Context: an optimization exercise on an open-source flow, tuned for small area, a short achievable clock period and few clock cycles per item. The choices shown serve that exercise and are no tape-out recipe.
The RTL was checked by simulation tests, not by an equivalence proof against the original design.

## flow/design.v

```verilog
`timescale 1ns / 1ps
module epoch_seconds_to_date (
    input  logic        i_clk,
    input  logic        i_rst_n,
    input  logic        start,
    output logic        busy,
    input  logic [31:0] i_epoch_seconds,
    output logic        o_done,
    output logic [11:0] o_year,
    output logic [3:0]  o_month,
    output logic [4:0]  o_day,
    output logic [4:0]  o_hour,
    output logic [5:0]  o_minute,
    output logic [5:0]  o_second
);
    localparam logic [31:0] SKIP_2100 = 32'd4107542400;
    logic        r_vld;
    logic [15:0] r_days;      
    logic [0:0]  r_skip;      
    logic [7:0]  r_yq;        
    logic [9:0]  r_qlo;       
    logic [6:0]  r_s7;        
    logic [24:0] q;
    assign q = i_epoch_seconds[31:7];
    logic a1;
    logic a2;
    logic a3;
    logic a4;
    logic a5;
    logic a6;
    logic a7;
    logic a8;
    logic a9;
    logic a10;
    logic a11;
    logic a12;
    logic a13;
    logic a14;
    logic a15;
    logic a16;
    logic a17;
    logic a18;
    logic a19;
    logic a20;
    logic a21;
    logic a22;
    logic a23;
    logic a24;
    logic a25;
    logic a26;
    logic a27;
    logic a28;
    logic a29;
    logic a30;
    logic a31;
    logic a32;
    logic a33;
    logic a34;
    logic a35;
    logic a36;
    logic a37;
    logic a38;
    logic a39;
    logic a40;
    logic a41;
    logic a42;
    logic a43;
    logic a44;
    logic a45;
    logic a46;
    logic a47;
    logic a48;
    logic a49;
    logic a50;
    logic a51;
    logic a52;
    logic a53;
    logic a54;
    logic a55;
    logic a56;
    logic a57;
    logic a58;
    logic a59;
    logic a60;
    logic a61;
    logic a62;
    logic a63;
    logic a64;
    logic a65;
    logic a66;
    logic a67;
    logic a68;
    logic a69;
    logic a70;
    logic a71;
    logic a72;
    logic a73;
    logic a74;
    logic a75;
    logic a76;
    logic a77;
    logic a78;
    logic a79;
    logic a80;
    logic a81;
    logic a82;
    logic a83;
    logic a84;
    logic a85;
    logic a86;
    logic a87;
    logic a88;
    logic a89;
    logic a90;
    logic a91;
    logic a92;
    logic a93;
    logic a94;
    logic a95;
    logic a96;
    logic a97;
    logic a98;
    logic a99;
    logic a100;
    logic a101;
    logic a102;
    logic a103;
    logic a104;
    logic a105;
    logic a106;
    logic a107;
    logic a108;
    logic a109;
    logic a110;
    logic a111;
    logic a112;
    logic a113;
    logic a114;
    logic a115;
    logic a116;
    logic a117;
    logic a118;
    logic a119;
    logic a120;
    logic a121;
    logic a122;
    logic a123;
    logic a124;
    logic a125;
    logic a126;
    logic a127;
    logic a128;
    logic a129;
    logic a130;
    logic a131;
    logic a132;
    logic a133;
    logic a134;
    logic a135;
    logic a136;
    logic a137;
    logic a138;
    logic a139;
    logic a140;
    logic a141;
    logic a142;
    logic a143;
    logic a144;
    logic a145;
    logic a146;
    logic a147;
    logic a148;
    logic a149;
    logic a150;
    logic a151;
    logic a152;
    logic a153;
    logic a154;
    logic a155;
    logic a156;
    logic a157;
    logic a158;
    logic a159;
    logic a160;
    logic a161;
    logic a162;
    logic a163;
    logic a164;
    logic a165;
    logic a166;
    logic a167;
    logic a168;
    logic a169;
    logic a170;
    logic a171;
    logic a172;
    logic a173;
    logic a174;
    logic a175;
    logic a176;
    logic a177;
    logic a178;
    logic a179;
    logic a180;
    logic a181;
    logic a182;
    logic a183;
    logic a184;
    logic a185;
    logic a186;
    logic a187;
    logic a188;
    logic a189;
    logic a190;
    logic a191;
    logic a192;
    logic a193;
    logic a194;
    logic a195;
    logic a196;
    logic a197;
    logic a198;
    logic a199;
    logic a200;
    logic a201;
    logic a202;
    logic a203;
    logic a204;
    logic a205;
    logic a206;
    logic a207;
    logic a208;
    logic a209;
    logic a210;
    logic a211;
    logic a212;
    logic a213;
    logic a214;
    logic a215;
    logic a216;
    logic a217;
    logic a218;
    logic a219;
    logic a220;
    logic a221;
    logic a222;
    logic a223;
    logic a224;
    logic a225;
    logic a226;
    logic a227;
    logic a228;
    logic a229;
    logic a230;
    logic a231;
    logic a232;
    logic a233;
    logic a234;
    logic a235;
    logic a236;
    logic a237;
    logic a238;
    logic a239;
    logic a240;
    logic a241;
    logic a242;
    logic a243;
    logic a244;
    logic a245;
    logic a246;
    logic a247;
    logic a248;
    logic a249;
    logic a250;
    logic a251;
    logic a252;
    logic a253;
    logic a254;
    logic a255;
    logic a256;
    logic a257;
    logic a258;
    logic a259;
    logic a260;
    logic a261;
    logic a262;
    logic a263;
    logic a264;
    logic a265;
    logic a266;
    logic a267;
    logic a268;
    logic a269;
    logic a270;
    logic a271;
    logic a272;
    logic a273;
    logic a274;
    logic a275;
    logic a276;
    logic a277;
    logic a278;
    logic a279;
    logic a280;
    logic a281;
    logic a282;
    logic a283;
    logic a284;
    logic a285;
    logic a286;
    logic a287;
    logic a288;
    logic a289;
    logic a290;
    logic a291;
    logic a292;
    logic a293;
    logic a294;
    logic a295;
    logic a296;
    logic a297;
    logic a298;
    logic a299;
    logic a300;
    logic a301;
    logic a302;
    logic a303;
    logic a304;
    logic a305;
    logic a306;
    logic a307;
    logic a308;
    logic a309;
    logic a310;
    logic a311;
    logic a312;
    logic a313;
    logic a314;
    logic a315;
    logic a316;
    logic a317;
    logic a318;
    logic a319;
    logic a320;
    logic a321;
    logic a322;
    logic a323;
    logic a324;
    logic [27:0] n_days_a, n_days_b, n_days_s;
    logic [15:0] n_days;
    logic a325;
    logic a326;
    logic a327;
    logic a328;
    logic a329;
    logic a330;
    logic a331;
    logic a332;
    logic a333;
    logic a334;
    logic a335;
    logic a336;
    logic a337;
    logic a338;
    logic [8:0] n_yq_a, n_yq_b, n_yq_s;
    logic [7:0] n_yq;
    esd_ha u_a1 (.a(q[24]), .b(q[22]), .s(a1), .co(a2));
    esd_ha u_a3 (.a(q[21]), .b(q[19]), .s(a3), .co(a4));
    esd_fa u_a5 (.a(q[22]), .b(q[20]), .c(q[16]), .s(a5), .co(a6));
    esd_ha u_a7 (.a(q[8]), .b(q[5]), .s(a7), .co(a8));
    esd_fa u_a9 (.a(q[23]), .b(q[21]), .c(q[17]), .s(a9), .co(a10));
    esd_fa u_a11 (.a(q[14]), .b(q[11]), .c(q[1]), .s(a11), .co(a12));
    esd_fa u_a13 (.a(a1), .b(q[18]), .c(q[10]), .s(a13), .co(a14));
    esd_ha u_a15 (.a(q[15]), .b(q[12]), .s(a15), .co(a16));
    esd_ha u_a17 (.a(q[7]), .b(q[0]), .s(a17), .co(a18));
    esd_fa u_a19 (.a(q[23]), .b(q[19]), .c(q[11]), .s(a19), .co(a20));
    esd_fa u_a21 (.a(q[16]), .b(q[13]), .c(q[3]), .s(a21), .co(a22));
    esd_fa u_a23 (.a(q[8]), .b(q[1]), .c(a2), .s(a23), .co(a24));
    esd_fa u_a25 (.a(q[24]), .b(q[20]), .c(q[12]), .s(a25), .co(a26));
    esd_fa u_a27 (.a(q[17]), .b(q[14]), .c(q[4]), .s(a27), .co(a28));
    esd_ha u_a29 (.a(q[9]), .b(q[2]), .s(a29), .co(a30));
    esd_fa u_a31 (.a(q[21]), .b(q[13]), .c(q[10]), .s(a31), .co(a32));
    esd_fa u_a33 (.a(q[18]), .b(q[15]), .c(q[5]), .s(a33), .co(a34));
    esd_fa u_a35 (.a(q[22]), .b(q[14]), .c(q[11]), .s(a35), .co(a36));
    assign a37 = q[19] ^ q[16];
    assign a38 = q[19] | q[16];
    esd_fa u_a39 (.a(q[23]), .b(q[15]), .c(q[12]), .s(a39), .co(a40));
    assign a41 = q[20] ^ q[17];
    assign a42 = q[20] | q[17];
    esd_fa u_a43 (.a(q[24]), .b(q[16]), .c(q[13]), .s(a43), .co(a44));
    assign a45 = q[21] ^ q[18];
    assign a46 = q[21] | q[18];
    esd_fa u_a47 (.a(q[22]), .b(q[19]), .c(q[9]), .s(a47), .co(a48));
    esd_ha u_a49 (.a(q[18]), .b(q[15]), .s(a49), .co(a50));
    esd_ha u_a51 (.a(q[19]), .b(q[16]), .s(a51), .co(a52));
    esd_ha u_a53 (.a(q[20]), .b(q[17]), .s(a53), .co(a54));
    esd_ha u_a55 (.a(q[21]), .b(q[18]), .s(a55), .co(a56));
    esd_ha u_a57 (.a(q[22]), .b(q[19]), .s(a57), .co(a58));
    esd_fa u_a59 (.a(a3), .b(q[15]), .c(q[7]), .s(a59), .co(a60));
    esd_fa u_a61 (.a(q[13]), .b(q[10]), .c(q[0]), .s(a61), .co(a62));
    esd_ha u_a63 (.a(a5), .b(a7), .s(a63), .co(a64));
    esd_fa u_a65 (.a(a9), .b(q[9]), .c(q[6]), .s(a65), .co(a66));
    assign a67 = ~a11;
    esd_fa u_a68 (.a(a6), .b(a8), .c(a67), .s(a68), .co(a69));
    esd_fa u_a70 (.a(a15), .b(q[2]), .c(a12), .s(a70), .co(a71));
    esd_fa u_a72 (.a(a13), .b(a17), .c(a10), .s(a72), .co(a73));
    esd_fa u_a74 (.a(a19), .b(a23), .c(a14), .s(a74), .co(a75));
    assign a76 = ~a18;
    esd_fa u_a77 (.a(a21), .b(a16), .c(a76), .s(a77), .co(a78));
    esd_fa u_a79 (.a(a25), .b(a29), .c(a20), .s(a79), .co(a80));
    assign a81 = ~a24;
    esd_fa u_a82 (.a(a27), .b(a22), .c(a81), .s(a82), .co(a83));
    esd_fa u_a84 (.a(a31), .b(q[3]), .c(a26), .s(a84), .co(a85));
    assign a86 = ~a30;
    esd_fa u_a87 (.a(a33), .b(a28), .c(a86), .s(a87), .co(a88));
    esd_fa u_a89 (.a(a35), .b(a37), .c(q[4]), .s(a89), .co(a90));
    assign a91 = ~a32;
    esd_fa u_a92 (.a(q[6]), .b(a34), .c(a91), .s(a92), .co(a93));
    esd_fa u_a94 (.a(a39), .b(a41), .c(q[5]), .s(a94), .co(a95));
    assign a96 = ~a36;
    esd_fa u_a97 (.a(q[7]), .b(a38), .c(a96), .s(a97), .co(a98));
    esd_fa u_a99 (.a(a43), .b(a45), .c(q[6]), .s(a99), .co(a100));
    assign a101 = ~a40;
    esd_fa u_a102 (.a(q[8]), .b(a42), .c(a101), .s(a102), .co(a103));
    esd_fa u_a104 (.a(q[17]), .b(q[14]), .c(q[7]), .s(a104), .co(a105));
    assign a106 = ~a44;
    esd_fa u_a107 (.a(a47), .b(a46), .c(a106), .s(a107), .co(a108));
    esd_fa u_a109 (.a(q[23]), .b(q[20]), .c(q[10]), .s(a109), .co(a110));
    assign a111 = ~a48;
    esd_fa u_a112 (.a(a49), .b(q[8]), .c(a111), .s(a112), .co(a113));
    esd_fa u_a114 (.a(q[24]), .b(q[21]), .c(q[11]), .s(a114), .co(a115));
    esd_fa u_a116 (.a(a51), .b(q[9]), .c(a50), .s(a116), .co(a117));
    esd_ha u_a118 (.a(q[22]), .b(q[12]), .s(a118), .co(a119));
    esd_fa u_a120 (.a(a53), .b(q[10]), .c(a52), .s(a120), .co(a121));
    esd_ha u_a122 (.a(q[23]), .b(q[13]), .s(a122), .co(a123));
    esd_fa u_a124 (.a(a55), .b(q[11]), .c(a54), .s(a124), .co(a125));
    esd_ha u_a126 (.a(q[24]), .b(q[14]), .s(a126), .co(a127));
    esd_fa u_a128 (.a(a57), .b(q[12]), .c(a56), .s(a128), .co(a129));
    esd_fa u_a130 (.a(q[23]), .b(q[20]), .c(q[13]), .s(a130), .co(a131));
    assign a132 = a58 ^ q[15];
    assign a133 = a58 & ~q[15];
    esd_fa u_a134 (.a(q[24]), .b(q[21]), .c(q[14]), .s(a134), .co(a135));
    assign a136 = ~q[17];
    esd_fa u_a137 (.a(q[22]), .b(q[15]), .c(a136), .s(a137), .co(a138));
    esd_ha u_a139 (.a(q[23]), .b(q[16]), .s(a139), .co(a140));
    esd_ha u_a141 (.a(q[24]), .b(q[17]), .s(a141), .co(a142));
    esd_ha u_a143 (.a(a59), .b(q[4]), .s(a143), .co(a144));
    esd_fa u_a145 (.a(a63), .b(a4), .c(a60), .s(a145), .co(a146));
    esd_fa u_a147 (.a(a65), .b(a68), .c(a64), .s(a147), .co(a148));
    esd_fa u_a149 (.a(a72), .b(a66), .c(a69), .s(a149), .co(a150));
    assign a151 = ~a77;
    esd_fa u_a152 (.a(a74), .b(a73), .c(a151), .s(a152), .co(a153));
    assign a154 = ~a82;
    esd_fa u_a155 (.a(a79), .b(a75), .c(a154), .s(a155), .co(a156));
    assign a157 = ~a87;
    esd_fa u_a158 (.a(a84), .b(a80), .c(a157), .s(a158), .co(a159));
    assign a160 = ~a92;
    esd_fa u_a161 (.a(a89), .b(a85), .c(a160), .s(a161), .co(a162));
    assign a163 = ~a97;
    esd_fa u_a164 (.a(a94), .b(a90), .c(a163), .s(a164), .co(a165));
    assign a166 = ~a102;
    esd_fa u_a167 (.a(a99), .b(a95), .c(a166), .s(a167), .co(a168));
    assign a169 = ~a107;
    esd_fa u_a170 (.a(a104), .b(a100), .c(a169), .s(a170), .co(a171));
    assign a172 = ~a109;
    esd_fa u_a173 (.a(a112), .b(a105), .c(a172), .s(a173), .co(a174));
    assign a175 = ~a114;
    esd_fa u_a176 (.a(a116), .b(a113), .c(a175), .s(a176), .co(a177));
    assign a178 = ~a118;
    esd_fa u_a179 (.a(a120), .b(a117), .c(a178), .s(a179), .co(a180));
    assign a181 = ~a122;
    esd_fa u_a182 (.a(a124), .b(a121), .c(a181), .s(a182), .co(a183));
    assign a184 = ~a126;
    esd_fa u_a185 (.a(a128), .b(a125), .c(a184), .s(a185), .co(a186));
    assign a187 = ~a132;
    esd_fa u_a188 (.a(a130), .b(a129), .c(a187), .s(a188), .co(a189));
    esd_fa u_a190 (.a(a134), .b(q[16]), .c(a131), .s(a190), .co(a191));
    esd_ha u_a192 (.a(a137), .b(a135), .s(a192), .co(a193));
    assign a194 = ~q[18];
    esd_fa u_a195 (.a(a139), .b(a138), .c(a194), .s(a195), .co(a196));
    assign a197 = ~q[19];
    esd_fa u_a198 (.a(a141), .b(a140), .c(a197), .s(a198), .co(a199));
    assign a200 = ~q[20];
    esd_fa u_a201 (.a(q[18]), .b(a142), .c(a200), .s(a201), .co(a202));
    assign a203 = q[12] ^ q[9];
    assign a204 = q[12] | q[9];
    assign a205 = ~a61;
    esd_fa u_a206 (.a(a145), .b(a144), .c(a205), .s(a206), .co(a207));
    assign a208 = ~a62;
    esd_fa u_a209 (.a(a147), .b(a146), .c(a208), .s(a209), .co(a210));
    assign a211 = ~a70;
    esd_fa u_a212 (.a(a149), .b(a148), .c(a211), .s(a212), .co(a213));
    assign a214 = ~a71;
    esd_fa u_a215 (.a(a152), .b(a150), .c(a214), .s(a215), .co(a216));
    assign a217 = ~a78;
    esd_fa u_a218 (.a(a155), .b(a153), .c(a217), .s(a218), .co(a219));
    assign a220 = ~a83;
    esd_fa u_a221 (.a(a158), .b(a156), .c(a220), .s(a221), .co(a222));
    assign a223 = ~a88;
    esd_fa u_a224 (.a(a161), .b(a159), .c(a223), .s(a224), .co(a225));
    assign a226 = ~a93;
    esd_fa u_a227 (.a(a164), .b(a162), .c(a226), .s(a227), .co(a228));
    assign a229 = ~a98;
    esd_fa u_a230 (.a(a167), .b(a165), .c(a229), .s(a230), .co(a231));
    assign a232 = ~a103;
    esd_fa u_a233 (.a(a170), .b(a168), .c(a232), .s(a233), .co(a234));
    assign a235 = ~a108;
    esd_fa u_a236 (.a(a173), .b(a171), .c(a235), .s(a236), .co(a237));
    assign a238 = ~a110;
    esd_fa u_a239 (.a(a176), .b(a174), .c(a238), .s(a239), .co(a240));
    assign a241 = ~a115;
    esd_fa u_a242 (.a(a179), .b(a177), .c(a241), .s(a242), .co(a243));
    assign a244 = ~a119;
    esd_fa u_a245 (.a(a182), .b(a180), .c(a244), .s(a245), .co(a246));
    assign a247 = ~a123;
    esd_fa u_a248 (.a(a185), .b(a183), .c(a247), .s(a248), .co(a249));
    assign a250 = ~a127;
    esd_fa u_a251 (.a(a188), .b(a186), .c(a250), .s(a251), .co(a252));
    esd_fa u_a253 (.a(a190), .b(a133), .c(a189), .s(a253), .co(a254));
    esd_fa u_a255 (.a(a192), .b(q[16]), .c(a191), .s(a255), .co(a256));
    esd_ha u_a257 (.a(a195), .b(a193), .s(a257), .co(a258));
    esd_ha u_a259 (.a(a198), .b(a196), .s(a259), .co(a260));
    esd_ha u_a261 (.a(a201), .b(a199), .s(a261), .co(a262));
    esd_fa u_a263 (.a(q[21]), .b(q[19]), .c(a202), .s(a263), .co(a264));
    assign a265 = ~q[21];
    esd_fa u_a266 (.a(q[22]), .b(q[20]), .c(a265), .s(a266), .co(a267));
    assign a268 = ~q[22];
    esd_fa u_a269 (.a(q[23]), .b(q[21]), .c(a268), .s(a269), .co(a270));
    assign a271 = ~q[23];
    esd_fa u_a272 (.a(q[24]), .b(q[22]), .c(a271), .s(a272), .co(a273));
    assign a274 = q[23] ^ q[24];
    assign a275 = q[23] & ~q[24];
    esd_ha u_a276 (.a(a257), .b(q[16]), .s(a276), .co(a277));
    esd_ha u_a278 (.a(a259), .b(a258), .s(a278), .co(a279));
    esd_ha u_a280 (.a(a261), .b(a260), .s(a280), .co(a281));
    esd_ha u_a282 (.a(a263), .b(a262), .s(a282), .co(a283));
    esd_ha u_a284 (.a(a266), .b(a264), .s(a284), .co(a285));
    esd_ha u_a286 (.a(a269), .b(a267), .s(a286), .co(a287));
    esd_ha u_a288 (.a(a272), .b(a270), .s(a288), .co(a289));
    assign a290 = a273 ^ a274;
    assign a291 = a273 & ~a274;
    assign a292 = a275 ^ q[24];
    assign a293 = a275 & ~q[24];
    esd_ha u_a294 (.a(a278), .b(q[16]), .s(a294), .co(a295));
    esd_ha u_a296 (.a(a280), .b(a279), .s(a296), .co(a297));
    esd_ha u_a298 (.a(a282), .b(a281), .s(a298), .co(a299));
    esd_ha u_a300 (.a(a284), .b(a283), .s(a300), .co(a301));
    esd_ha u_a302 (.a(a286), .b(a285), .s(a302), .co(a303));
    esd_ha u_a304 (.a(a288), .b(a287), .s(a304), .co(a305));
    assign a306 = a289 ^ a290;
    assign a307 = a289 & ~a290;
    assign a308 = a291 ^ a292;
    assign a309 = a291 & ~a292;
    esd_ha u_a310 (.a(a296), .b(q[16]), .s(a310), .co(a311));
    assign a312 = ~q[16];
    esd_fa u_a313 (.a(a298), .b(a297), .c(a312), .s(a313), .co(a314));
    esd_ha u_a315 (.a(a300), .b(a299), .s(a315), .co(a316));
    esd_ha u_a317 (.a(a302), .b(a301), .s(a317), .co(a318));
    esd_ha u_a319 (.a(a304), .b(a303), .s(a319), .co(a320));
    assign a321 = a305 ^ a306;
    assign a322 = a305 & ~a306;
    assign a323 = a307 ^ a308;
    assign a324 = a307 & ~a308;
    assign n_days_a = {~a323, ~a321, a319, a317, a315, a313, a310, a294, a276, a255, a253, a251, a248, a245, a242, a239, a236, a233, a230, a227, a224, a221, a218, a215, a212, a209, a206, a203};
    assign n_days_b = {a322, a320, a318, a316, a314, a311, a295, a277, a256, a254, a252, a249, a246, a243, a240, a237, a234, a231, a228, a225, a222, a219, a216, a213, a210, a207, ~a204, a143};
    assign n_days_s = n_days_a + n_days_b;
    assign n_days = n_days_s[27:12];
    esd_ha u_a325 (.a(q[21]), .b(q[17]), .s(a325), .co(a326));
    esd_ha u_a327 (.a(q[22]), .b(q[18]), .s(a327), .co(a328));
    esd_ha u_a329 (.a(q[23]), .b(q[19]), .s(a329), .co(a330));
    esd_ha u_a331 (.a(q[24]), .b(q[20]), .s(a331), .co(a332));
    esd_ha u_a333 (.a(a329), .b(a328), .s(a333), .co(a334));
    esd_ha u_a335 (.a(a331), .b(a330), .s(a335), .co(a336));
    esd_ha u_a337 (.a(q[21]), .b(a332), .s(a337), .co(a338));
    assign n_yq_a = {1'b0, q[24], q[23], q[22], a337, a335, a333, a327, a325};
    assign n_yq_b = {1'b0, 1'b0, 1'b0, a338, a336, a334, 1'b1, a326, 1'b1};
    assign n_yq_s = n_yq_a + n_yq_b;
    assign n_yq = n_yq_s[8:1];
    always_ff @(posedge i_clk) begin
        if (!i_rst_n) r_vld <= 1'b0;
        else          r_vld <= start;
    end
    always_ff @(posedge i_clk) begin
        r_days <= n_days;
        r_skip <= i_epoch_seconds >= SKIP_2100;
        r_yq   <= n_yq;
        r_qlo  <= i_epoch_seconds[16:7];
        r_s7   <= i_epoch_seconds[6:0];
    end
    logic [8:0]  doy;         
    logic        neg;
    logic        lz;          
    logic        jf;          
    logic [11:0] year_m1, year_0, year_p1;
    logic [5:0]  yq_q;
    logic [12:0] u;           
    logic [14:0] x;           
    logic [3:0]  mp;          
    logic [8:0]  mstart;
    logic w1;
    logic w2;
    logic w3;
    logic w4;
    logic w5;
    logic w6;
    logic w7;
    logic w8;
    logic w9;
    logic w10;
    logic w11;
    logic w12;
    logic w13;
    logic w14;
    logic w15;
    logic w16;
    logic w17;
    logic w18;
    logic w19;
    logic w20;
    logic w21;
    logic w22;
    logic w23;
    logic w24;
    logic w25;
    logic w26;
    logic w27;
    logic w28;
    logic w29;
    logic w30;
    logic w31;
    logic w32;
    logic w33;
    logic w34;
    logic w35;
    logic w36;
    logic w37;
    logic w38;
    logic w39;
    logic w40;
    logic w41;
    logic w42;
    logic w43;
    logic w44;
    logic w45;
    logic w46;
    logic w47;
    logic w48;
    logic w49;
    logic w50;
    logic w51;
    logic w52;
    logic w53;
    logic w54;
    logic w55;
    logic w56;
    logic w57;
    logic w58;
    logic w59;
    logic w60;
    logic w61;
    logic w62;
    logic w63;
    logic w64;
    logic w65;
    logic w66;
    logic w67;
    logic w68;
    logic w69;
    logic w70;
    logic w71;
    logic w72;
    logic w73;
    logic w74;
    logic w75;
    logic [9:0] doy0_a, doy0_b, doy0_s;
    logic [9:0] doy0;
    logic w76;
    logic w77;
    logic w78;
    logic w79;
    logic w80;
    logic w81;
    logic w82;
    logic w83;
    logic w84;
    logic w85;
    logic w86;
    logic w87;
    logic w88;
    logic w89;
    logic w90;
    logic w91;
    logic w92;
    logic w93;
    logic w94;
    logic w95;
    logic w96;
    logic w97;
    logic w98;
    logic w99;
    logic w100;
    logic w101;
    logic w102;
    logic w103;
    logic w104;
    logic w105;
    logic w106;
    logic w107;
    logic w108;
    logic w109;
    logic w110;
    logic w111;
    logic w112;
    logic w113;
    logic w114;
    logic w115;
    logic w116;
    logic w117;
    logic w118;
    logic w119;
    logic w120;
    logic w121;
    logic [8:0] doyb_a, doyb_b, doyb_s;
    logic [8:0] doyb;
    logic w122;
    logic w123;
    logic w124;
    logic w125;
    logic w126;
    logic w127;
    logic w128;
    logic w129;
    logic w130;
    logic w131;
    logic w132;
    logic w133;
    logic w134;
    logic w135;
    logic w136;
    logic w137;
    logic w138;
    logic w139;
    logic w140;
    logic w141;
    logic w142;
    logic w143;
    logic w144;
    logic w145;
    logic w146;
    logic w147;
    logic w148;
    logic w149;
    logic w150;
    logic w151;
    logic w152;
    logic w153;
    logic w154;
    logic w155;
    logic w156;
    logic w157;
    logic w158;
    logic w159;
    logic w160;
    logic w161;
    logic w162;
    logic w163;
    logic w164;
    logic w165;
    logic w166;
    logic w167;
    logic w168;
    logic w169;
    logic w170;
    logic w171;
    logic w172;
    logic w173;
    logic w174;
    logic w175;
    logic w176;
    logic w177;
    logic w178;
    logic w179;
    logic w180;
    logic w181;
    logic w182;
    logic w183;
    logic w184;
    logic w185;
    logic w186;
    logic w187;
    logic w188;
    logic w189;
    logic w190;
    logic w191;
    logic w192;
    logic w193;
    logic w194;
    logic w195;
    logic w196;
    logic w197;
    logic w198;
    logic w199;
    logic w200;
    logic w201;
    logic w202;
    logic w203;
    logic w204;
    logic [9:0] rem_a, rem_b, rem_s;
    logic [9:0] rem;
    logic w205;
    logic w206;
    logic w207;
    logic w208;
    logic w209;
    logic w210;
    logic w211;
    logic w212;
    logic w213;
    logic w214;
    logic w215;
    logic w216;
    logic w217;
    logic w218;
    logic w219;
    logic w220;
    logic w221;
    logic w222;
    logic w223;
    logic w224;
    logic w225;
    logic w226;
    logic w227;
    logic w228;
    logic w229;
    logic w230;
    logic w231;
    logic w232;
    logic w233;
    logic w234;
    logic w235;
    logic w236;
    logic w237;
    logic w238;
    logic w239;
    logic w240;
    logic w241;
    logic w242;
    logic w243;
    logic w244;
    logic w245;
    logic w246;
    logic w247;
    logic w248;
    logic w249;
    logic w250;
    logic w251;
    logic w252;
    logic w253;
    logic w254;
    logic w255;
    logic w256;
    logic w257;
    logic w258;
    logic w259;
    logic w260;
    logic w261;
    logic w262;
    logic w263;
    logic w264;
    logic w265;
    logic w266;
    logic w267;
    logic w268;
    logic w269;
    logic w270;
    logic w271;
    logic w272;
    logic w273;
    logic w274;
    logic w275;
    logic w276;
    logic w277;
    logic w278;
    logic w279;
    logic w280;
    logic [13:0] hour_a, hour_b, hour_s;
    logic [4:0] hour;
    logic w281;
    logic w282;
    logic w283;
    logic w284;
    logic w285;
    logic w286;
    logic w287;
    logic w288;
    logic w289;
    logic w290;
    logic w291;
    logic w292;
    logic w293;
    logic w294;
    logic w295;
    logic w296;
    logic w297;
    logic w298;
    logic w299;
    logic w300;
    logic w301;
    logic w302;
    logic w303;
    logic w304;
    logic w305;
    logic w306;
    logic w307;
    logic w308;
    logic w309;
    logic w310;
    logic w311;
    logic w312;
    logic w313;
    logic w314;
    logic w315;
    logic w316;
    logic w317;
    logic w318;
    logic w319;
    logic w320;
    logic w321;
    logic w322;
    logic w323;
    logic w324;
    logic w325;
    logic w326;
    logic w327;
    logic w328;
    logic w329;
    logic w330;
    logic w331;
    logic w332;
    logic w333;
    logic w334;
    logic w335;
    logic w336;
    logic w337;
    logic w338;
    logic w339;
    logic w340;
    logic w341;
    logic w342;
    logic w343;
    logic w344;
    logic [11:0] mt_a, mt_b, mt_s;
    logic [5:0] mt;
    assign yq_q = r_yq[7:2];
    assign lz = r_yq[1:0] == 2'd0;
    assign neg = doy0[9];
    assign doy = neg ? doyb : doy0[8:0];
    assign year_m1 = 12'd1967 + 12'(r_yq);
    assign year_0  = 12'd1968 + 12'(r_yq);
    assign year_p1 = 12'd1969 + 12'(r_yq);
    assign u = {rem, r_s7[6:4]};
    assign x = {rem, r_s7[6:2]};
    esd_ha u_w1 (.a(r_days[0]), .b(r_skip[0]), .s(w1), .co(w2));
    esd_ha u_w3 (.a(r_days[4]), .b(r_yq[2]), .s(w3), .co(w4));
    esd_ha u_w5 (.a(r_yq[5]), .b(yq_q[5]), .s(w5), .co(w6));
    esd_ha u_w7 (.a(r_days[5]), .b(r_yq[3]), .s(w7), .co(w8));
    esd_fa u_w9 (.a(r_days[6]), .b(r_yq[4]), .c(r_yq[2]), .s(w9), .co(w10));
    esd_fa u_w11 (.a(r_days[7]), .b(r_yq[5]), .c(r_yq[3]), .s(w11), .co(w12));
    assign w13 = r_yq[0] ^ r_yq[7];
    assign w14 = r_yq[0] & ~r_yq[7];
    esd_fa u_w15 (.a(r_days[8]), .b(r_yq[6]), .c(r_yq[4]), .s(w15), .co(w16));
    esd_fa u_w17 (.a(r_days[9]), .b(r_yq[7]), .c(r_yq[5]), .s(w17), .co(w18));
    assign w19 = ~r_yq[2];
    esd_ha u_w20 (.a(r_yq[0]), .b(w19), .s(w20), .co(w21));
    assign w22 = r_yq[0] ^ yq_q[0];
    assign w23 = r_yq[0] | yq_q[0];
    assign w24 = ~r_yq[1];
    esd_fa u_w25 (.a(r_days[1]), .b(w2), .c(w24), .s(w25), .co(w26));
    assign w27 = ~r_yq[2];
    esd_fa u_w28 (.a(r_days[2]), .b(r_yq[0]), .c(w27), .s(w28), .co(w29));
    assign w30 = ~r_yq[3];
    esd_fa u_w31 (.a(r_days[3]), .b(r_yq[1]), .c(w30), .s(w31), .co(w32));
    assign w33 = ~r_yq[4];
    esd_fa u_w34 (.a(w3), .b(r_yq[0]), .c(w33), .s(w34), .co(w35));
    esd_fa u_w36 (.a(w7), .b(r_yq[1]), .c(w4), .s(w36), .co(w37));
    esd_fa u_w38 (.a(w9), .b(r_yq[6]), .c(w8), .s(w38), .co(w39));
    assign w40 = ~w13;
    esd_fa u_w41 (.a(w11), .b(w10), .c(w40), .s(w41), .co(w42));
    esd_fa u_w43 (.a(w15), .b(w12), .c(w14), .s(w43), .co(w44));
    esd_fa u_w45 (.a(w17), .b(w16), .c(r_yq[1]), .s(w45), .co(w46));
    esd_ha u_w47 (.a(w22), .b(w1), .s(w47), .co(w48));
    assign w49 = ~w25;
    esd_fa u_w50 (.a(yq_q[1]), .b(w23), .c(w49), .s(w50), .co(w51));
    assign w52 = ~yq_q[2];
    esd_fa u_w53 (.a(w28), .b(w26), .c(w52), .s(w53), .co(w54));
    assign w55 = ~yq_q[3];
    esd_fa u_w56 (.a(w31), .b(w29), .c(w55), .s(w56), .co(w57));
    assign w58 = ~yq_q[4];
    esd_fa u_w59 (.a(w34), .b(w32), .c(w58), .s(w59), .co(w60));
    assign w61 = ~w5;
    esd_fa u_w62 (.a(w36), .b(w35), .c(w61), .s(w62), .co(w63));
    assign w64 = ~w6;
    esd_fa u_w65 (.a(w38), .b(w37), .c(w64), .s(w65), .co(w66));
    assign w67 = ~r_yq[6];
    esd_fa u_w68 (.a(w41), .b(w39), .c(w67), .s(w68), .co(w69));
    assign w70 = ~r_yq[1];
    esd_fa u_w71 (.a(w43), .b(w42), .c(w70), .s(w71), .co(w72));
    assign w73 = ~w20;
    esd_fa u_w74 (.a(w45), .b(w44), .c(w73), .s(w74), .co(w75));
    assign doy0_a = {w74, w71, w68, w65, w62, w59, w56, w53, ~w50, w47};
    assign doy0_b = {w72, w69, w66, w63, w60, w57, w54, ~w51, w48, 1'b1};
    assign doy0_s = doy0_a + doy0_b;
    assign doy0 = doy0_s[9:0];
    esd_ha u_w76 (.a(w47), .b(lz), .s(w76), .co(w77));
    assign w78 = ~w50;
    esd_fa u_w79 (.a(w48), .b(w77), .c(w78), .s(w79), .co(w80));
    assign w81 = ~w53;
    esd_ha u_w82 (.a(w51), .b(w81), .s(w82), .co(w83));
    esd_ha u_w84 (.a(w56), .b(w54), .s(w84), .co(w85));
    esd_ha u_w86 (.a(w59), .b(w57), .s(w86), .co(w87));
    esd_ha u_w88 (.a(w62), .b(w60), .s(w88), .co(w89));
    esd_ha u_w90 (.a(w65), .b(w63), .s(w90), .co(w91));
    esd_ha u_w92 (.a(w68), .b(w66), .s(w92), .co(w93));
    esd_ha u_w94 (.a(w71), .b(w69), .s(w94), .co(w95));
    esd_ha u_w96 (.a(w86), .b(w85), .s(w96), .co(w97));
    esd_ha u_w98 (.a(w88), .b(w87), .s(w98), .co(w99));
    esd_ha u_w100 (.a(w90), .b(w89), .s(w100), .co(w101));
    esd_ha u_w102 (.a(w92), .b(w91), .s(w102), .co(w103));
    esd_ha u_w104 (.a(w94), .b(w93), .s(w104), .co(w105));
    esd_ha u_w106 (.a(w98), .b(w97), .s(w106), .co(w107));
    esd_ha u_w108 (.a(w100), .b(w99), .s(w108), .co(w109));
    esd_ha u_w110 (.a(w102), .b(w101), .s(w110), .co(w111));
    esd_ha u_w112 (.a(w104), .b(w103), .s(w112), .co(w113));
    esd_ha u_w114 (.a(w108), .b(w107), .s(w114), .co(w115));
    esd_ha u_w116 (.a(w110), .b(w109), .s(w116), .co(w117));
    esd_ha u_w118 (.a(w112), .b(w111), .s(w118), .co(w119));
    esd_ha u_w120 (.a(w118), .b(w117), .s(w120), .co(w121));
    assign doyb_a = {w120, w116, w114, w106, w96, w83, ~w82, w79, 1'b0};
    assign doyb_b = {1'b1, w115, 1'b1, 1'b1, ~w83, w84, w80, 1'b1, w76};
    assign doyb_s = doyb_a + doyb_b;
    assign doyb = doyb_s[8:0];
    assign w122 = r_days[9] ^ r_days[8];
    assign w123 = r_days[9] | r_days[8];
    assign w124 = r_days[5] ^ r_days[4];
    assign w125 = r_days[5] | r_days[4];
    assign w126 = r_days[6] ^ r_days[5];
    assign w127 = r_days[6] | r_days[5];
    esd_ha u_w128 (.a(r_days[7]), .b(r_days[6]), .s(w128), .co(w129));
    assign w130 = r_days[2] ^ r_days[0];
    assign w131 = r_days[2] | r_days[0];
    esd_fa u_w132 (.a(r_days[8]), .b(r_days[7]), .c(r_days[3]), .s(w132), .co(w133));
    assign w134 = r_qlo[8] ^ r_days[1];
    assign w135 = r_qlo[8] & ~r_days[1];
    esd_ha u_w136 (.a(r_days[4]), .b(r_days[2]), .s(w136), .co(w137));
    assign w138 = ~r_days[0];
    esd_fa u_w139 (.a(w122), .b(r_qlo[9]), .c(w138), .s(w139), .co(w140));
    assign w141 = r_days[1] ^ r_days[0];
    assign w142 = r_days[1] | r_days[0];
    assign w143 = r_days[2] ^ r_days[1];
    assign w144 = r_days[2] | r_days[1];
    assign w145 = r_days[3] ^ r_days[2];
    assign w146 = r_days[3] | r_days[2];
    assign w147 = r_days[4] ^ r_days[3];
    assign w148 = r_days[4] | r_days[3];
    assign w149 = ~r_days[0];
    esd_fa u_w150 (.a(w124), .b(r_qlo[5]), .c(w149), .s(w150), .co(w151));
    assign w152 = ~r_days[1];
    esd_fa u_w153 (.a(w126), .b(r_qlo[6]), .c(w152), .s(w153), .co(w154));
    assign w155 = ~w128;
    esd_fa u_w156 (.a(w130), .b(r_qlo[7]), .c(w155), .s(w156), .co(w157));
    esd_fa u_w158 (.a(w132), .b(w134), .c(w129), .s(w158), .co(w159));
    assign w160 = ~w136;
    esd_fa u_w161 (.a(w139), .b(w135), .c(w160), .s(w161), .co(w162));
    esd_ha u_w163 (.a(w141), .b(r_qlo[1]), .s(w163), .co(w164));
    assign w165 = ~w142;
    esd_fa u_w166 (.a(w143), .b(r_qlo[2]), .c(w165), .s(w166), .co(w167));
    assign w168 = ~w144;
    esd_fa u_w169 (.a(w145), .b(r_qlo[3]), .c(w168), .s(w169), .co(w170));
    assign w171 = ~w146;
    esd_fa u_w172 (.a(w147), .b(r_qlo[4]), .c(w171), .s(w172), .co(w173));
    assign w174 = ~w150;
    esd_ha u_w175 (.a(w148), .b(w174), .s(w175), .co(w176));
    assign w177 = ~w125;
    esd_fa u_w178 (.a(w153), .b(w151), .c(w177), .s(w178), .co(w179));
    assign w180 = ~w127;
    esd_fa u_w181 (.a(w156), .b(w154), .c(w180), .s(w181), .co(w182));
    assign w183 = ~w157;
    esd_fa u_w184 (.a(w158), .b(w131), .c(w183), .s(w184), .co(w185));
    assign w186 = ~w161;
    esd_fa u_w187 (.a(w133), .b(w159), .c(w186), .s(w187), .co(w188));
    esd_ha u_w189 (.a(w166), .b(w164), .s(w189), .co(w190));
    esd_ha u_w191 (.a(w169), .b(w167), .s(w191), .co(w192));
    esd_ha u_w193 (.a(w172), .b(w170), .s(w193), .co(w194));
    assign w195 = w173 ^ w175;
    assign w196 = w173 & ~w175;
    assign w197 = w178 ^ w176;
    assign w198 = w178 & ~w176;
    esd_ha u_w199 (.a(w181), .b(w179), .s(w199), .co(w200));
    assign w201 = w182 ^ w184;
    assign w202 = w182 & ~w184;
    assign w203 = w187 ^ w185;
    assign w204 = w187 | w185;
    assign rem_a = {w203, ~w201, w199, ~w197, ~w195, w193, w191, w189, r_days[0], r_days[0]};
    assign rem_b = {w202, w200, w198, w196, w194, w192, w190, ~r_days[0], w163, r_qlo[0]};
    assign rem_s = rem_a + rem_b;
    assign rem = rem_s[9:0];
    esd_ha u_w205 (.a(u[9]), .b(u[7]), .s(w205), .co(w206));
    esd_fa u_w207 (.a(u[10]), .b(u[8]), .c(u[7]), .s(w207), .co(w208));
    esd_ha u_w209 (.a(u[3]), .b(u[0]), .s(w209), .co(w210));
    esd_fa u_w211 (.a(u[11]), .b(u[9]), .c(u[8]), .s(w211), .co(w212));
    esd_ha u_w213 (.a(u[4]), .b(u[1]), .s(w213), .co(w214));
    esd_fa u_w215 (.a(u[12]), .b(u[10]), .c(u[9]), .s(w215), .co(w216));
    esd_ha u_w217 (.a(u[5]), .b(u[2]), .s(w217), .co(w218));
    esd_fa u_w219 (.a(u[11]), .b(u[10]), .c(u[6]), .s(w219), .co(w220));
    esd_ha u_w221 (.a(u[12]), .b(u[11]), .s(w221), .co(w222));
    esd_ha u_w223 (.a(w205), .b(u[6]), .s(w223), .co(w224));
    esd_fa u_w225 (.a(w207), .b(w209), .c(w206), .s(w225), .co(w226));
    esd_fa u_w227 (.a(w211), .b(w213), .c(w208), .s(w227), .co(w228));
    esd_fa u_w229 (.a(w215), .b(w217), .c(w212), .s(w229), .co(w230));
    esd_fa u_w231 (.a(w219), .b(u[3]), .c(w216), .s(w231), .co(w232));
    esd_fa u_w233 (.a(w221), .b(u[7]), .c(u[4]), .s(w233), .co(w234));
    esd_fa u_w235 (.a(u[12]), .b(u[8]), .c(u[5]), .s(w235), .co(w236));
    esd_ha u_w237 (.a(w223), .b(u[2]), .s(w237), .co(w238));
    esd_ha u_w239 (.a(w225), .b(w224), .s(w239), .co(w240));
    esd_fa u_w241 (.a(w227), .b(w210), .c(w226), .s(w241), .co(w242));
    esd_fa u_w243 (.a(w229), .b(w214), .c(w228), .s(w243), .co(w244));
    esd_fa u_w245 (.a(w231), .b(w218), .c(w230), .s(w245), .co(w246));
    esd_fa u_w247 (.a(w233), .b(w220), .c(w232), .s(w247), .co(w248));
    esd_fa u_w249 (.a(w235), .b(w222), .c(w234), .s(w249), .co(w250));
    esd_fa u_w251 (.a(u[9]), .b(u[6]), .c(w236), .s(w251), .co(w252));
    esd_ha u_w253 (.a(u[10]), .b(u[7]), .s(w253), .co(w254));
    esd_ha u_w255 (.a(u[11]), .b(u[8]), .s(w255), .co(w256));
    esd_ha u_w257 (.a(u[12]), .b(u[9]), .s(w257), .co(w258));
    esd_ha u_w259 (.a(w239), .b(w238), .s(w259), .co(w260));
    esd_ha u_w261 (.a(w241), .b(w240), .s(w261), .co(w262));
    esd_ha u_w263 (.a(w243), .b(w242), .s(w263), .co(w264));
    esd_ha u_w265 (.a(w245), .b(w244), .s(w265), .co(w266));
    esd_ha u_w267 (.a(w247), .b(w246), .s(w267), .co(w268));
    esd_ha u_w269 (.a(w249), .b(w248), .s(w269), .co(w270));
    esd_ha u_w271 (.a(w251), .b(w250), .s(w271), .co(w272));
    esd_ha u_w273 (.a(w253), .b(w252), .s(w273), .co(w274));
    esd_ha u_w275 (.a(w255), .b(w254), .s(w275), .co(w276));
    esd_ha u_w277 (.a(w257), .b(w256), .s(w277), .co(w278));
    esd_ha u_w279 (.a(u[10]), .b(w258), .s(w279), .co(w280));
    assign hour_a = {u[12], u[11], w279, w277, w275, w273, w271, w269, w267, w265, w263, w261, w259, w237};
    assign hour_b = {1'b0, w280, w278, w276, w274, w272, w270, w268, w266, w264, w262, w260, 1'b1, 1'b1};
    assign hour_s = hour_a + hour_b;
    assign hour = hour_s[13:9];
    esd_ha u_w281 (.a(x[12]), .b(x[8]), .s(w281), .co(w282));
    esd_ha u_w283 (.a(x[13]), .b(x[9]), .s(w283), .co(w284));
    esd_ha u_w285 (.a(x[14]), .b(x[10]), .s(w285), .co(w286));
    esd_ha u_w287 (.a(w281), .b(x[4]), .s(w287), .co(w288));
    esd_fa u_w289 (.a(w283), .b(x[5]), .c(x[1]), .s(w289), .co(w290));
    esd_fa u_w291 (.a(w285), .b(x[6]), .c(x[2]), .s(w291), .co(w292));
    esd_fa u_w293 (.a(x[11]), .b(x[7]), .c(x[3]), .s(w293), .co(w294));
    esd_ha u_w295 (.a(x[12]), .b(x[8]), .s(w295), .co(w296));
    esd_ha u_w297 (.a(x[13]), .b(x[9]), .s(w297), .co(w298));
    esd_ha u_w299 (.a(x[14]), .b(x[10]), .s(w299), .co(w300));
    esd_ha u_w301 (.a(x[10]), .b(x[6]), .s(w301), .co(w302));
    esd_fa u_w303 (.a(x[11]), .b(x[7]), .c(x[3]), .s(w303), .co(w304));
    esd_ha u_w305 (.a(w287), .b(x[0]), .s(w305), .co(w306));
    esd_fa u_w307 (.a(w289), .b(w282), .c(w288), .s(w307), .co(w308));
    esd_fa u_w309 (.a(w291), .b(w284), .c(w290), .s(w309), .co(w310));
    esd_fa u_w311 (.a(w293), .b(w286), .c(w292), .s(w311), .co(w312));
    esd_fa u_w313 (.a(w295), .b(x[4]), .c(w294), .s(w313), .co(w314));
    esd_fa u_w315 (.a(w297), .b(x[5]), .c(w296), .s(w315), .co(w316));
    esd_fa u_w317 (.a(w299), .b(x[6]), .c(w298), .s(w317), .co(w318));
    esd_fa u_w319 (.a(x[11]), .b(x[7]), .c(w300), .s(w319), .co(w320));
    esd_ha u_w321 (.a(x[12]), .b(x[8]), .s(w321), .co(w322));
    esd_ha u_w323 (.a(x[13]), .b(x[9]), .s(w323), .co(w324));
    esd_ha u_w325 (.a(w305), .b(w304), .s(w325), .co(w326));
    esd_ha u_w327 (.a(w307), .b(w306), .s(w327), .co(w328));
    esd_ha u_w329 (.a(w309), .b(w308), .s(w329), .co(w330));
    esd_ha u_w331 (.a(w311), .b(w310), .s(w331), .co(w332));
    esd_ha u_w333 (.a(w313), .b(w312), .s(w333), .co(w334));
    esd_ha u_w335 (.a(w315), .b(w314), .s(w335), .co(w336));
    esd_ha u_w337 (.a(w317), .b(w316), .s(w337), .co(w338));
    esd_ha u_w339 (.a(w319), .b(w318), .s(w339), .co(w340));
    esd_ha u_w341 (.a(w321), .b(w320), .s(w341), .co(w342));
    esd_ha u_w343 (.a(w323), .b(w322), .s(w343), .co(w344));
    assign mt_a = {w343, w341, w339, w337, w335, w333, w331, w329, w327, w325, w303, w301};
    assign mt_b = {w342, w340, w338, w336, w334, w332, w330, w328, w326, 1'b1, w302, x[2]};
    assign mt_s = mt_a + mt_b;
    assign mt = mt_s[11:6];
    always_comb begin
        mp = 4'd0;
        if (doy >= 9'd31)  mp = 4'd1;
        if (doy >= 9'd61)  mp = 4'd2;
        if (doy >= 9'd92)  mp = 4'd3;
        if (doy >= 9'd122) mp = 4'd4;
        if (doy >= 9'd153) mp = 4'd5;
        if (doy >= 9'd184) mp = 4'd6;
        if (doy >= 9'd214) mp = 4'd7;
        if (doy >= 9'd245) mp = 4'd8;
        if (doy >= 9'd275) mp = 4'd9;
        if (doy >= 9'd306) mp = 4'd10;
        if (doy >= 9'd337) mp = 4'd11;
        case (mp)
            4'd0:    mstart = 9'd0;
            4'd1:    mstart = 9'd31;
            4'd2:    mstart = 9'd61;
            4'd3:    mstart = 9'd92;
            4'd4:    mstart = 9'd122;
            4'd5:    mstart = 9'd153;
            4'd6:    mstart = 9'd184;
            4'd7:    mstart = 9'd214;
            4'd8:    mstart = 9'd245;
            4'd9:    mstart = 9'd275;
            4'd10:   mstart = 9'd306;
            default: mstart = 9'd337;
        endcase
    end
    assign busy     = 1'b0;
    assign o_done   = r_vld;
    assign jf       = doy >= 9'd306;
    assign o_year   = (jf == neg) ? year_0 : (jf ? year_p1 : year_m1);
    assign o_month  = jf ? mp - 4'd9 : mp + 4'd3;
    assign o_day    = 5'(doy) - 5'(mstart) + 5'd1;
    assign o_hour   = hour;
    assign o_minute = mt + {hour[3:0], 2'b00};
    assign o_second = {x[3:0] + mt[3:0], r_s7[1:0]};
endmodule
module esd_fa (
    input  logic a,
    input  logic b,
    input  logic c,
    output logic s,
    output logic co
);
    assign s  = a ^ b ^ c;
    assign co = (a & b) | (a & c) | (b & c);
endmodule
module esd_ha (
    input  logic a,
    input  logic b,
    output logic s,
    output logic co
);
    assign s  = a ^ b;
    assign co = a & b;
endmodule
```

## flow/config.mk

```make
export PLATFORM = sky130hd
export DESIGN_NAME = epoch_seconds_to_date
export DESIGN_NICKNAME = epoch_seconds_to_date
export VERILOG_FILES = /design/flow/design.v
export SDC_FILE = /design/flow/constraint.sdc
export NUM_CORES = 4
export LEC_CHECK = 0
export CAP_MARGIN = 20
export CORE_MARGIN = 2
export CORE_UTILIZATION = 40
export SLEW_MARGIN = 20
export SYNTH_HIERARCHICAL = 1
```

## flow/run.sh

```bash
#!/bin/bash
# synth_recipe.tcl (not shown) runs the flow's synth.tcl, then flattens the netlist and writes it again
# the make line also repeats each setting of config.mk as NAME=value (left out here)
make -C /OpenROAD-flow-scripts/flow DESIGN_CONFIG=/design/flow/config.mk WORK_HOME=/design/flow/orfs CLKGATE_MAP_FILE= SYNTH_SCRIPT=/design/flow/synth_recipe.tcl finish
```

## flow/constraint.sdc

```tcl
create_clock -name core_clock -period 20.0 [get_ports {i_clk}]
set_input_delay 4.0000 -clock core_clock [delete_from_list [all_inputs] [get_ports {i_clk}]]
set_output_delay 4.0000 -clock core_clock [all_outputs]
set_load 0.01 [all_outputs]
```

==> notes.md <==
Yosys cell counts, drive strengths merged (2+ instances only):
master,number,share of area
dfxtp,37,0.076
o2111ai,3,0.0027
o41a,2,0.0023
o311ai,3,0.0027
clkbuf,5,0.0019
o21ai,36,0.018
a21oi,45,0.023
a311oi,3,0.0027
and4,2,0.0018
o21a,13,0.010
o221ai,4,0.0036
nor3b,2,0.0015
o21bai,3,0.0023
a31oi,5,0.0047
o211ai,7,0.0054
nor3,13,0.0067
mux2i,9,0.0096
or3,4,0.0026
fa,155,0.32
or2,2,0.0013
buf,4,0.0035
a21o,16,0.012
and3,6,0.0038
nand2b,7,0.0045
o221a,2,0.0023
xnor2,45,0.041
nor2b,11,0.0071
nand3,9,0.0046
mux2,4,0.0046
ha,222,0.28
or4,2,0.0015
nand2,35,0.013
o31a,3,0.0027
nand4,7,0.0045
nor2,38,0.015
xor2,21,0.021
o31ai,3,0.0023
and2,6,0.0038
inv,116,0.045
a211oi,7,0.0054
o22ai,2,0.0013
modules after synthesis (local to each module, per instance):
| module | cell area (um^2) | flops+latches | times used | cells |
|---|---|---|---|---|
| esd_fa | 20.02 | 0 | 147 | 1 |
| esd_ha | 12.51 | 0 | 113 | 1 |
| epoch_seconds_to_date | 5399 | 37 | 1 | 678 |
worst max-delay path, delay by kind of cell, from the launching register on:
kind | cells | cell delay [ns]
adder cells (fa/ha/maj) | 10 | 3.86
flip-flops | 1 | 0.39
XOR/XNOR | 5 | 1.43
AO/OA/AOI/OAI | 14 | 2.26
buffers and inverters | 2 | 0.66
state kept, by name, indices dropped and copies added, names as in the netlist:
register,flops
r_days,10
r_qlo,10
r_yq,8
r_s7,7
r_skip,1
r_vld,1
cell type report:
cell class	instances	area [um^2]	area share
clock inverters	3	46.29	0.004202
inverters	116	435.4	0.03952
clock buffers	5	125.1	0.01136
multi-input cells	776	8527	0.7739
repair buffers	74	738.2	0.06700
well taps	324	405.4	0.03679
flip-flops and latches	37	740.7	0.06723
per-layer routing:
layer	wire length [um]	global-route usage	up-vias	share of wire
li1	-	-	3375	-
met4	264	0.03972	0	0.013
met5	0	0	-	0
met1	9728	0.2276	3301	0.47
met2	9981	0.2942	122	0.49
met3	535	0.008831	23	0.026
cell usage in the layout (no fill, tap or decap), types with 5 or more instances in the layout:
cell             synthesis  routed
ha_1                   222     222
fa_1                   155     155
inv_1                  116     116
clkdlybuf4s50_1          0      73
a21oi_1                 45      45
xnor2_1                 44      44
nor2_1                  38      38
dfxtp_1                 37      37
o21ai_0                 36      36
nand2_1                 35      35
xor2_1                  20      20
a21o_1                  16      16
o21a_1                  13      13
nor3_1                  13      13
nor2b_1                 11      11
nand3_1                  9       9
mux2i_1                  8       8
nand2b_1                 7       7
a211oi_1                 7       7
nand4_1                  7       7
o211ai_1                 7       7
and3_1                   6       6
and2_1                   5       5
clkbuf_16                0       5
cells by family (layout without fill, tap and decap cells):
| group | count (synthesis) | after routing | share of synthesized area |
|---|---|---|---|
| mux | 13 | 13 | 0.01424 |
| fa+ha+maj | 377 | 377 | 0.6028 |
| other cells | 1 | 1 | 0.0003844 |
| compound gates | 170 | 170 | 0.1186 |
| flops | 37 | 37 | 0.07593 |
| buf+inv | 125 | 198 | 0.05002 |
| simple gates | 149 | 149 | 0.07606 |
| xor+xnor | 66 | 66 | 0.06195 |
worst paths after layout:
check	start	end	slack, ns	cells past startpoint
max	r_days[2]	o_minute[5]	7.14	31
min	i_epoch_seconds[2]	r_s7[2]	4.16	1
through the flow:
| stage | area (um^2) | util | hold slack (ns) | cells |
|---|---|---|---|---|
| global route | 11020 | 0.4571 | 4.163 | 1335 |
| floorplan | 9756 | - | 4.028 | 938 |
| detailed placement | 10850 | 0.4500 | 4.455 | 1327 |
| global placement | 10850 | 0.4500 | 4.450 | 1327 |
| finish | 11020 | 0.4571 | 4.161 | 1335 |
| CTS | 11020 | 0.4571 | 4.157 | 1335 |
==> reports/metrics.cfg <==
[detailed_routing]
viasPerCell = 5.109
drtAntennaViolNets = 0
dr_total_vias = 6821
drc_errors = 0
routed_wl_um = 20510
routedWlPerCell_um = 15.36
drt_first_pass_iters = 4
drt_iter0_drc = 216

[setup_path]
worst-path-max-fanout = 8
slowest_delay_ns = 0.77
arrival_ns = 8.86
crit_path_frequent_cell = ha_1
cp-end-kind = output pin
cp.required_ns = 16.00
crit_slowest_cell = xnor2_1
cp-start-kind = flip-flop
worstSetupPathType = reg2out

[global_routing]
grt_max_degree = 29
overflow = 0
grt_util_all_layers = 0.1674
grt_pass1_vias = 7293
grt_pass1_wl_um = 35370
grt_antenna_before_repair = 0

[yosys]
ys_seq_elements = 37
syn_nets = 1350
synth_ff_type = dfxtp_1
synth_area_um2 = 9756
synth_sequential_area_ratio = 0.07593
synth_cell_types = 67
ys_warn_count = 7
synthCells = 938
synthArstFlopShare = 0
synth_edf_count = 0
synth.avg_cell_area_um2 = 10.40

[clock_tree]
postCtsSetupBuffers = 0
cts_buffer_depth = 2
cts_tree = built
cts_sinks = 37
cts_made_buffers = 5
root_buffer = clkbuf_16
holdBufCountCts = 0
cts_resized = 0
clk_pin_slew_worst_paths_ns = 0.05
htreeDepth = 2

[sta]
timing_worst_slew_pin_value_ns = 1.101
max_freq_ghz = 0.07775
worst_slack_ns = 7.139
finalCriticalPeriod_ns = 12.86
slew_violations = 0
tns_ns = 0
hold_viol = 0
fin_crit_sh = 0.6431
rsz0062_at_grt = no
slew_headroom = 0.2610
setup_viol = 0

[floorplanning]
rows = 57
ios = 75
die-area_um2 = 25650
core_area_um2 = 24110
dieHeight_um = 160.2
dieWidth_um = 160.2
start_util = 0.4047

[placement]
place_congestion = 0.8679
post-place-ws_ns = 7.376
hpwl_um = 17640
portBuffers = 73

[hold_path]
hp-class = in2reg

[cells_and_area]
n_antenna_cell = 0
layout-drive-gt1-share = 0.02374
n_fill_cell = 2336
area_delta_synth_final_pct = 12.94
fin_nets = 1422

[status]
outcome = finished clean

[job]
drv_cap = 0

Testbench counts, summed over its fixed seeds: cycles 3,208, items 3,200.

[afterwards: timing with drivers on the ports]
The results above use ideal ports. As a check the final layout listed here was re-extracted and re-timed, cells and wires unchanged. Step 1, drivers: a clkbuf_16 drives i_clk and a buf_2 each remaining input, both assumed. Step 2 adds t to the input delays and takes it off the output delays; t is the mean of the earliest and latest rising clock arrival at the registers after step 1. Input paths then give back, and output paths get back, about the clock's delay inside the block. Three values: no drivers, after step 1, after step 2; two values: the first two.
t, ns: 0.314
setup slack, ns: 7.139 / 7.104 / 7.418
worst hold slack (ns): 4.161 / 4.149 / 4.463
worst setup path after step 2: register to output
After both steps this run still meets setup and hold. For this run, drivers alone change the setup slack by -0.035 ns; drivers and shift together by +0.279 ns.
